Source: an optimization exercise on an open RTL-to-GDS flow (aim: small area). Production flows keep margins and buffers that such runs may drop. The RTL of this run was laid out without a check of its function. Power is estimated from default activity; no workload was simulated.

===== flow/design.v =====
`timescale 1ns/10ps
`default_nettype none
package bitstream_pkg;
    typedef logic [32-1:0] code_word_t;
    typedef logic [6-1:0] bit_count_t;
    typedef logic [5-1:0] fill_t;
endpackage
`default_nettype wire
`timescale 1ns/10ps
`default_nettype none
package component_pkg;
    typedef enum logic [1:0] {
        COMP_Y  = 2'd0,
        COMP_CB = 2'd1,
        COMP_CR = 2'd2
    } component_e;
    function automatic component_e next_component(input component_e comp);
        case (comp)
            component_pkg::COMP_Y:  next_component = component_pkg::COMP_CB;
            component_pkg::COMP_CB: next_component = component_pkg::COMP_CR;
            default:                next_component = component_pkg::COMP_Y;
        endcase
    endfunction
endpackage
`default_nettype wire
`timescale 1ns/10ps
`default_nettype none
module segment_fifo #(
    parameter int DEPTH = 16
) (
    input  wire                       clk,
    input  wire                       rst,
    input  wire                       wr,
    input  wire bitstream_pkg::code_word_t wr_data,
    input  wire bitstream_pkg::bit_count_t wr_length,
    input  wire                       wr_eob,
    input  wire                       pop,
    output bitstream_pkg::code_word_t head_data,
    output bitstream_pkg::bit_count_t head_length,
    output logic                      head_eob,
    output logic                      empty
);
    localparam int ADDR_BITS = $clog2(DEPTH);
    bitstream_pkg::code_word_t           data_mem [DEPTH];
    bitstream_pkg::bit_count_t           length_mem [DEPTH];
    logic [DEPTH-1:0]     eob_mem;
    logic [ADDR_BITS-1:0] wr_ptr;
    logic [ADDR_BITS-1:0] rd_ptr;
    logic [ADDR_BITS:0]   count;
    logic                 full;
    assign empty = (count == '0);
    assign full  = (count == (ADDR_BITS + 1)'(DEPTH));
    assign head_data   = data_mem[rd_ptr];
    assign head_length = length_mem[rd_ptr];
    assign head_eob    = eob_mem[rd_ptr];
    always_ff @(posedge clk) begin
        if (rst) begin
            wr_ptr <= '0;
            rd_ptr <= '0;
            count  <= '0;
        end else begin
            if (wr) begin
                wr_ptr <= wr_ptr + 1'b1;
            end
            if (pop) begin
                rd_ptr <= rd_ptr + 1'b1;
            end
            case ({wr, pop})
                2'b10:   count <= count + 1'b1;
                2'b01:   count <= count - 1'b1;
                default: count <= count;
            endcase
        end
    end
    always_ff @(posedge clk) begin
        if (wr) begin
            data_mem[wr_ptr]   <= wr_data;
            length_mem[wr_ptr] <= wr_length;
            eob_mem[wr_ptr]    <= wr_eob;
        end
    end
endmodule
`default_nettype wire
`timescale 1ns/10ps
`default_nettype none
module block_sequencer (
    input  wire                            clk,
    input  wire                            rst,
    input  wire                            empty_y,
    input  wire                            empty_cb,
    input  wire                            empty_cr,
    input  wire bitstream_pkg::code_word_t head_data_y,
    input  wire bitstream_pkg::code_word_t head_data_cb,
    input  wire bitstream_pkg::code_word_t head_data_cr,
    input  wire bitstream_pkg::bit_count_t head_length_y,
    input  wire bitstream_pkg::bit_count_t head_length_cb,
    input  wire bitstream_pkg::bit_count_t head_length_cr,
    input  wire                            head_eob_y,
    input  wire                            head_eob_cb,
    input  wire                            head_eob_cr,
    output logic                           pop_y,
    output logic                           pop_cb,
    output logic                           pop_cr,
    output logic                           in_valid,
    output bitstream_pkg::code_word_t      in_data,
    output bitstream_pkg::bit_count_t      in_length,
    output logic                           in_eob
);
    component_pkg::component_e cur;
    bitstream_pkg::code_word_t sel_data;
    bitstream_pkg::bit_count_t sel_length;
    logic       sel_eob;
    logic       sel_empty;
    logic       take;
    always_comb begin
        case (cur)
            component_pkg::COMP_CB: begin
                sel_data   = head_data_cb;
                sel_length = head_length_cb;
                sel_eob    = head_eob_cb;
                sel_empty  = empty_cb;
            end
            component_pkg::COMP_CR: begin
                sel_data   = head_data_cr;
                sel_length = head_length_cr;
                sel_eob    = head_eob_cr;
                sel_empty  = empty_cr;
            end
            default: begin
                sel_data   = head_data_y;
                sel_length = head_length_y;
                sel_eob    = head_eob_y;
                sel_empty  = empty_y;
            end
        endcase
    end
    assign take   = !sel_empty;
    assign pop_y  = take && (cur == component_pkg::COMP_Y);
    assign pop_cb = take && (cur == component_pkg::COMP_CB);
    assign pop_cr = take && (cur == component_pkg::COMP_CR);
    always_ff @(posedge clk) begin
        if (rst) begin
            cur      <= component_pkg::COMP_Y;
            in_valid <= 1'b0;
        end else begin
            in_valid <= take;
            if (take && sel_eob) begin
                case (cur)
                    component_pkg::COMP_Y:  cur <= component_pkg::COMP_CB;
                    component_pkg::COMP_CB: cur <= component_pkg::COMP_CR;
                    default:                cur <= component_pkg::COMP_Y;
                endcase
            end
        end
    end
    always_ff @(posedge clk) begin
        if (take) begin
            in_data   <= sel_data;
            in_length <= sel_length;
            in_eob    <= sel_eob;
        end
    end
endmodule
`default_nettype wire
`timescale 1ns/10ps
`default_nettype none
module segment_aligner (
    input  wire                            clk,
    input  wire                            rst,
    input  wire                            in_valid,
    input  wire bitstream_pkg::code_word_t in_data,
    input  wire bitstream_pkg::bit_count_t in_length,
    output logic                           al_valid,
    output bitstream_pkg::code_word_t      hi_part,
    output bitstream_pkg::code_word_t      lo_part,
    output logic                           wrap,
    output bitstream_pkg::fill_t           fill_count
);
    localparam int STAGES = 5;
    bitstream_pkg::fill_t            fill;
    bitstream_pkg::bit_count_t       sum;
    bitstream_pkg::code_word_t       masked;
    bitstream_pkg::code_word_t [1:0] pair_in;
    bitstream_pkg::code_word_t [1:0] pair_q [STAGES];
    bitstream_pkg::fill_t            off_q [STAGES-1];
    logic [STAGES-1:0] valid_q;
    logic [STAGES-1:0] wrap_q;
    assign masked  = in_data & ~(bitstream_pkg::code_word_t'('1) >> in_length);
    assign pair_in = {masked, bitstream_pkg::code_word_t'('0)};
    assign sum     = bitstream_pkg::bit_count_t'(fill) + in_length;
    always_ff @(posedge clk) begin
        if (rst) begin
            fill    <= '0;
            valid_q <= '0;
        end else begin
            valid_q <= {valid_q[STAGES-2:0], in_valid};
            if (in_valid) begin
                fill <= bitstream_pkg::fill_t'(sum);
            end
        end
    end
    always_ff @(posedge clk) begin
        pair_q[0] <= fill[STAGES-1] ? pair_in >> (32 / 2) : pair_in;
        wrap_q[0] <= (sum >= 32);
        off_q[0]  <= fill;
        for (int k = 1; k < STAGES; k++) begin
            pair_q[k] <= off_q[k-1][STAGES-1-k] ?
                         pair_q[k-1] >> ((32 / 2) >> k) : pair_q[k-1];
            wrap_q[k] <= wrap_q[k-1];
        end
        for (int k = 1; k < STAGES - 1; k++) begin
            off_q[k] <= off_q[k-1];
        end
    end
    assign al_valid   = valid_q[STAGES-1];
    assign hi_part    = pair_q[STAGES-1][1];
    assign lo_part    = pair_q[STAGES-1][0];
    assign wrap       = wrap_q[STAGES-1];
    assign fill_count = fill;
endmodule
`default_nettype wire
`timescale 1ns/10ps
`default_nettype none
module word_assembler (
    input  wire                            clk,
    input  wire                            rst,
    input  wire                            al_valid,
    input  wire bitstream_pkg::code_word_t hi_part,
    input  wire bitstream_pkg::code_word_t lo_part,
    input  wire                            wrap,
    output bitstream_pkg::code_word_t      word,
    output logic                           word_valid
);
    bitstream_pkg::code_word_t acc;
    bitstream_pkg::code_word_t merged;
    assign merged = acc | hi_part;
    always_ff @(posedge clk) begin
        if (rst) begin
            acc        <= '0;
            word_valid <= 1'b0;
        end else begin
            word_valid <= al_valid && wrap;
            if (al_valid) begin
                acc <= wrap ? lo_part : merged;
            end
        end
    end
    always_ff @(posedge clk) begin
        if (al_valid && wrap) begin
            word <= merged;
        end
    end
endmodule
`default_nettype wire
`timescale 1ns/10ps
`default_nettype none
module jpeg_stream_packer (
    input  wire                              clk,
    input  wire                              rst,
    input  wire                              seg_valid,
    input  wire component_pkg::component_e   seg_component,
    input  wire bitstream_pkg::code_word_t   seg_data,
    input  wire bitstream_pkg::bit_count_t   seg_length,
    input  wire                              seg_eob,
    output bitstream_pkg::code_word_t        word,
    output logic                             word_valid,
    output bitstream_pkg::fill_t             fill_count
);
    localparam int SEG_FIFO_DEPTH = 1 << 4;
    logic       wr_y, wr_cb, wr_cr;
    logic       pop_y, pop_cb, pop_cr;
    logic       empty_y, empty_cb, empty_cr;
    bitstream_pkg::code_word_t head_data_y, head_data_cb, head_data_cr;
    bitstream_pkg::bit_count_t head_length_y, head_length_cb, head_length_cr;
    logic       head_eob_y, head_eob_cb, head_eob_cr;
    logic       in_valid;
    bitstream_pkg::code_word_t in_data;
    bitstream_pkg::bit_count_t in_length;
    logic       al_valid;
    bitstream_pkg::code_word_t hi_part;
    bitstream_pkg::code_word_t lo_part;
    logic       wrap;
    assign wr_y  = seg_valid && (seg_component == component_pkg::COMP_Y);
    assign wr_cb = seg_valid && (seg_component == component_pkg::COMP_CB);
    assign wr_cr = seg_valid && (seg_component == component_pkg::COMP_CR);
    segment_fifo #(.DEPTH(SEG_FIFO_DEPTH)) fifo_y (
        .clk(clk), .rst(rst),
        .wr(wr_y), .wr_data(seg_data), .wr_length(seg_length), .wr_eob(seg_eob),
        .pop(pop_y),
        .head_data(head_data_y), .head_length(head_length_y), .head_eob(head_eob_y),
        .empty(empty_y)
    );
    segment_fifo #(.DEPTH(SEG_FIFO_DEPTH)) fifo_cb (
        .clk(clk), .rst(rst),
        .wr(wr_cb), .wr_data(seg_data), .wr_length(seg_length), .wr_eob(seg_eob),
        .pop(pop_cb),
        .head_data(head_data_cb), .head_length(head_length_cb), .head_eob(head_eob_cb),
        .empty(empty_cb)
    );
    segment_fifo #(.DEPTH(SEG_FIFO_DEPTH)) fifo_cr (
        .clk(clk), .rst(rst),
        .wr(wr_cr), .wr_data(seg_data), .wr_length(seg_length), .wr_eob(seg_eob),
        .pop(pop_cr),
        .head_data(head_data_cr), .head_length(head_length_cr), .head_eob(head_eob_cr),
        .empty(empty_cr)
    );
    block_sequencer u_sequencer (
        .clk(clk), .rst(rst),
        .empty_y(empty_y), .empty_cb(empty_cb), .empty_cr(empty_cr),
        .head_data_y(head_data_y), .head_data_cb(head_data_cb),
        .head_data_cr(head_data_cr),
        .head_length_y(head_length_y), .head_length_cb(head_length_cb),
        .head_length_cr(head_length_cr),
        .head_eob_y(head_eob_y), .head_eob_cb(head_eob_cb), .head_eob_cr(head_eob_cr),
        .pop_y(pop_y), .pop_cb(pop_cb), .pop_cr(pop_cr),
        .in_valid(in_valid), .in_data(in_data), .in_length(in_length),
        .in_eob()
    );
    segment_aligner u_aligner (
        .clk(clk), .rst(rst),
        .in_valid(in_valid), .in_data(in_data), .in_length(in_length),
        .al_valid(al_valid), .hi_part(hi_part), .lo_part(lo_part), .wrap(wrap),
        .fill_count(fill_count)
    );
    word_assembler u_assembler (
        .clk(clk), .rst(rst),
        .al_valid(al_valid), .hi_part(hi_part), .lo_part(lo_part), .wrap(wrap),
        .word(word), .word_valid(word_valid)
    );
endmodule
`default_nettype wire

===== flow/run.sh =====
#!/bin/bash
# synth_recipe.tcl (not shown) runs the flow's synth.tcl, then flattens the netlist and writes it again
# the make line also repeats each setting of config.mk as NAME=value (left out here)
make -C /OpenROAD-flow-scripts/flow DESIGN_CONFIG=/design/flow/config.mk WORK_HOME=/design/flow/orfs CLKGATE_MAP_FILE= SYNTH_SCRIPT=/design/flow/synth_recipe.tcl finish

===== flow/config.mk =====
export PLATFORM = sky130hd
export DESIGN_NAME = jpeg_stream_packer
export DESIGN_NICKNAME = jpeg_stream_packer
export VERILOG_FILES = /design/flow/design.v
export SDC_FILE = /design/flow/constraint.sdc
export NUM_CORES = 4
export LEC_CHECK = 0
export CAP_MARGIN = 20
export CORE_MARGIN = 2
export CORE_UTILIZATION = 45
export SLEW_MARGIN = 20

===== flow/constraint.sdc =====
create_clock -name core_clock -period 4.5 [get_ports {clk}]
set_input_delay 0.9000 -clock core_clock [delete_from_list [all_inputs] [get_ports {clk}]]
set_output_delay 0.9000 -clock core_clock [all_outputs]
set_load 0.01 [all_outputs]

==> notes.md <==
==> per-layer routing <==
| metal | GRT usage, % | vias to the layer above | wire length (um) |
|---|---|---|---|
| li1 | - | 18940 | - |
| met2 | 32.89 | 1336 | 99070 |
| met5 | 0 | - | 13 |
| met1 | 28.62 | 22830 | 88550 |
| met4 | 5.619 | 2 | 4694 |
| met3 | 3.439 | 257 | 12620 |
==> state kept, by name, indices dropped and copies added (netlist names), 5 cells and up, named ones only <==
| register | count |
|---|---|
| u_aligner.wrap_q | 5 |
| u_aligner.off_q | 10 |
| u_aligner.pair_q | 289 |
| u_aligner.valid_q | 5 |
| fifo_cr.eob_mem | 16 |
| fifo_cr.data_mem | 512 |
| u_sequencer.in_length | 6 |
| fifo_y.data_mem | 512 |
| u_aligner.fill | 5 |
| fifo_y.count | 5 |
| fifo_cb.count | 5 |
| fifo_cb.length_mem | 96 |
| fifo_cr.length_mem | 96 |
| u_sequencer.in_data | 32 |
| fifo_y.length_mem | 96 |
| fifo_cb.eob_mem | 16 |
| u_assembler.word | 32 |
| fifo_cr.count | 5 |
| fifo_y.eob_mem | 16 |
| u_assembler.acc | 32 |
| fifo_cb.data_mem | 512 |
==> power groups by stage <==
stage / registers [mW] / clock network (mW) / logic (mW)
detailed placement: 26.8 / 0 / 8.87
floorplan: 25.9 / 0 / 6.63
global route: 26.6 / 19.8 / 9.52
global placement: 26.8 / 0 / 8.85
finish: 26.4 / 18.6 / 8.77
CTS: 26.4 / 18.9 / 8.92
==> placed cells by master (no fill, tap or decap), types with 8 or more instances in the layout <==
cell,instances
clkbuf_8,17
nand3_1,18
clkbuf_1,55
ha_1,36
nor2_1,216
a21oi_1,140
dfxtp_4,12
a22oi_1,39
mux2_2,227
nor3_1,45
nand2_1,101
buf_4,104
and2_1,19
clkinv_2,41
o21ai_0,89
inv_1,26
and3_1,9
buf_2,22
o21a_1,37
buf_12,45
a211oi_1,79
a21o_1,8
nor2_4,39
clkinv_1,46
or2_2,37
mux2i_1,109
bufinv_16,13
nand4_1,8
xnor2_1,13
nor2b_1,104
edfxtp_1,1942
xor2_1,17
nand2b_1,10
clkdlybuf4s50_1,55
mux4_2,503
nor3_4,10
dfxtp_1,385
clkbuf_16,231
nor4b_1,8
==> area by class of cell <==
class / count / area share (%)
clock inverter: 122 / 1.056
sequential: 2343 / 65.41
clock buffer: 307 / 6.159
inverter: 31 / 0.1146
tap: 2640 / 3.254
timing repair buffer: 226 / 2.308
antenna: 1 / 0.002465
multi-input combinational: 1987 / 21.69
==> cell families after synthesis <==
| group | Yosys count | share of synthesized area [%] |
|---|---|---|
| compound gates | 433 | 3.059 |
| xor+xnor | 30 | 0.2948 |
| fa+ha+maj | 43 | 0.6036 |
| buf+inv | 291 | 1.335 |
| flops | 2343 | 74.43 |
| mux | 839 | 16.80 |
| simple gates | 642 | 3.480 |
==> worst paths after layout <==
check / from / end / slack (ps)
setup / recovery: u_sequencer.cur[0] / fifo_cr.count[4] / 800
hold / removal: u_aligner.off_q[0][0] / u_aligner.off_q[1][0] / 320
setup reg to reg: u_sequencer.cur[0] / fifo_cr.count[4] / 800
hold reg to reg: u_aligner.off_q[0][0] / u_aligner.off_q[1][0] / 320
==> critical path, delay by kind of cell (launching register included) <==
kind / cells / cell delay, ps
flops: 1 / 380
simple gates: 4 / 1100
mux: 1 / 90
buf+inv: 1 / 120
fa+ha+maj: 3 / 1070
xor+xnor: 1 / 120
compound gates: 4 / 740
==> qor.txt <==
Hold Fails Final Rpt - 0
part of the cycle the worst path needs - 82.27%
net switching fraction of the power - 25.84%
Synth area leaders - edfxtp_1 65%, mux4_2 13%, dfxtp_1 9.0%
Final Power - 53.72 mW
Leak - 32.13 nW
post-cts gate resize count - 0
Post-Route WL - 205.0 mm
yosys warns - 6
syn avg cell area - 19.29 sq um
startpoint class of the critical path - flip-flop
Post-Synthesis Cells - 4621
Cell Area, Placed - 94140 sq um
post-layout util - 51.52%
post-synthesis register bit count - 2343
crit path DAT - 4470 ps
total grt overflow - 0
endpoint type of the worst setup path - flip-flop
Mapped Nets - 4705
setup ws final - 797.9 ps
library cells used by synthesis - 67
Net Switching - 13.88 mW
Int Power - 39.84 mW
ys async rst share - 0%
placed cell count - 7226
CTS Root Cell - clkbuf_16
fin cells - 7657
Total Routing Usage GR - 20.33%
Final Hold Slack - 324.5 ps
global placement routability congestion - 0.8142
reg2reg path depth - 14
actual slew at the worst max-slew pin - 1088 ps
final setup violation count - 0
die height - 449.1 um
number of global-route vias before repair - 44350
Comb pwr share - 16.3%
Post-synth top cells - 1942 x edfxtp_1, 503 x mux4_2, 401 x dfxtp_1
routed vias - 43360
Die Area - 201700 sq um
unrepaired setup endpoints after global routing - false
CTS max path bufs - 3
Area Overhead vs Synth - 13.87%
clk slew on worst S/H paths - 60 ps
Post-CTS Setup Repair Bufs - 0
Initial DRT Pass Iterations - 6
Tmin final - 3702 ps
power density over the cells - 529.2 nW/um^2
area of the multi-input gates - 22020 sq um
Fmax - 270.1 MHz
Seq pwr share - 49.1%
port bufs - 81
insertion delay to the later sink of the worst-skew pair - 860 ps
EDFF count, synth - 1942
I/O pin total - 82
Final ANT Viol Nets - 0
Crit Path Category - reg -> reg
worst min-delay path class - reg -> reg
Die X-Extent - 449.1 um
DR iter-0 viols - 3975
Top FF cell, synth - edfxtp_1
first-pass GRT wire length - 302.8 mm
VDD IR max - 0.4937 mV
Sink Count - 2343
area of the mapped netlist - 89140 sq um
routed len/inst - 26.77 um
Nets - 4902
post-synth top area cell - edfxtp_1
DR vias/cell - 5.663
final instance area - 101500 sq um
hold buffers post-CTS - 0
Initial Util - 45.25%
hold path depth - 0
CP max stage cell - nor3_1
CP cell instances - inv_1 -> ha_4 -> or4_1 -> nor3_2 -> a31o_4 -> nor3_1 -> ha_1 -> xor2_1 -> ha_1 -> a31o_2 -> a21oi_1 -> mux2i_1 -> or3_1 -> a21oi_1
most frequent cell after synthesis - edfxtp_1
CP peak stage delay - 590 ps
Core Rows - 163
CP Max Fanout - 11
Clk network pwr share - 34.6%
core area - 197000 sq um
share of cells above drive strength 1 - 26.89%
drt drc - 0
Slew HR - 27.48%
cts bufs inserted - 229
Final TNS setup - 0 ps
worst path required time - 5260 ps
Layout Skew - 30.94 ps
H-tree levels - 4
largest net degree at the start of global routing - 62
Pins Over Slew Limit - 0
Fill cells - 15690
FF+latch area - 66390 sq um
top cell type's share of synthesized area - 65.42%
dpl hpwl - 119.2 mm
max cap viols - 0
Seq/Total Area, Yosys - 74.43%
CTS tree - done
antenna violations before repair - 4
Place WS - 785.1 ps
status - complete, no violations

-- static timing again, ports no longer ideal --
The flow's constraints put no driver on any port. The routed layout listed below was extracted and timed again, unchanged, in two steps.
Step 1 assumes that a clkbuf_16 drives the clock port and a buf_2 every other input.
Step 2 adds t to the input delays and takes it off the output delays; t is the mean of the earliest and latest rising clock arrival at the registers after step 1. Input paths then give back, and output paths get back, about the clock's delay inside the block.
Slacks: ideal / step 1 / step 2; pairs: ideal / step 1.
shift t [ns]: 0.934
setup slack, ns: 0.798 / 0.798 / 0.758
hold slack, ns: 0.324 / 0.324 / 0.324
latest minus earliest clock arrival (ns): 0.035 / 0.036
After both steps this run still meets setup and hold. The setup slack of this run moves by 0.000 ns with the drivers and by -0.040 ns with both steps.
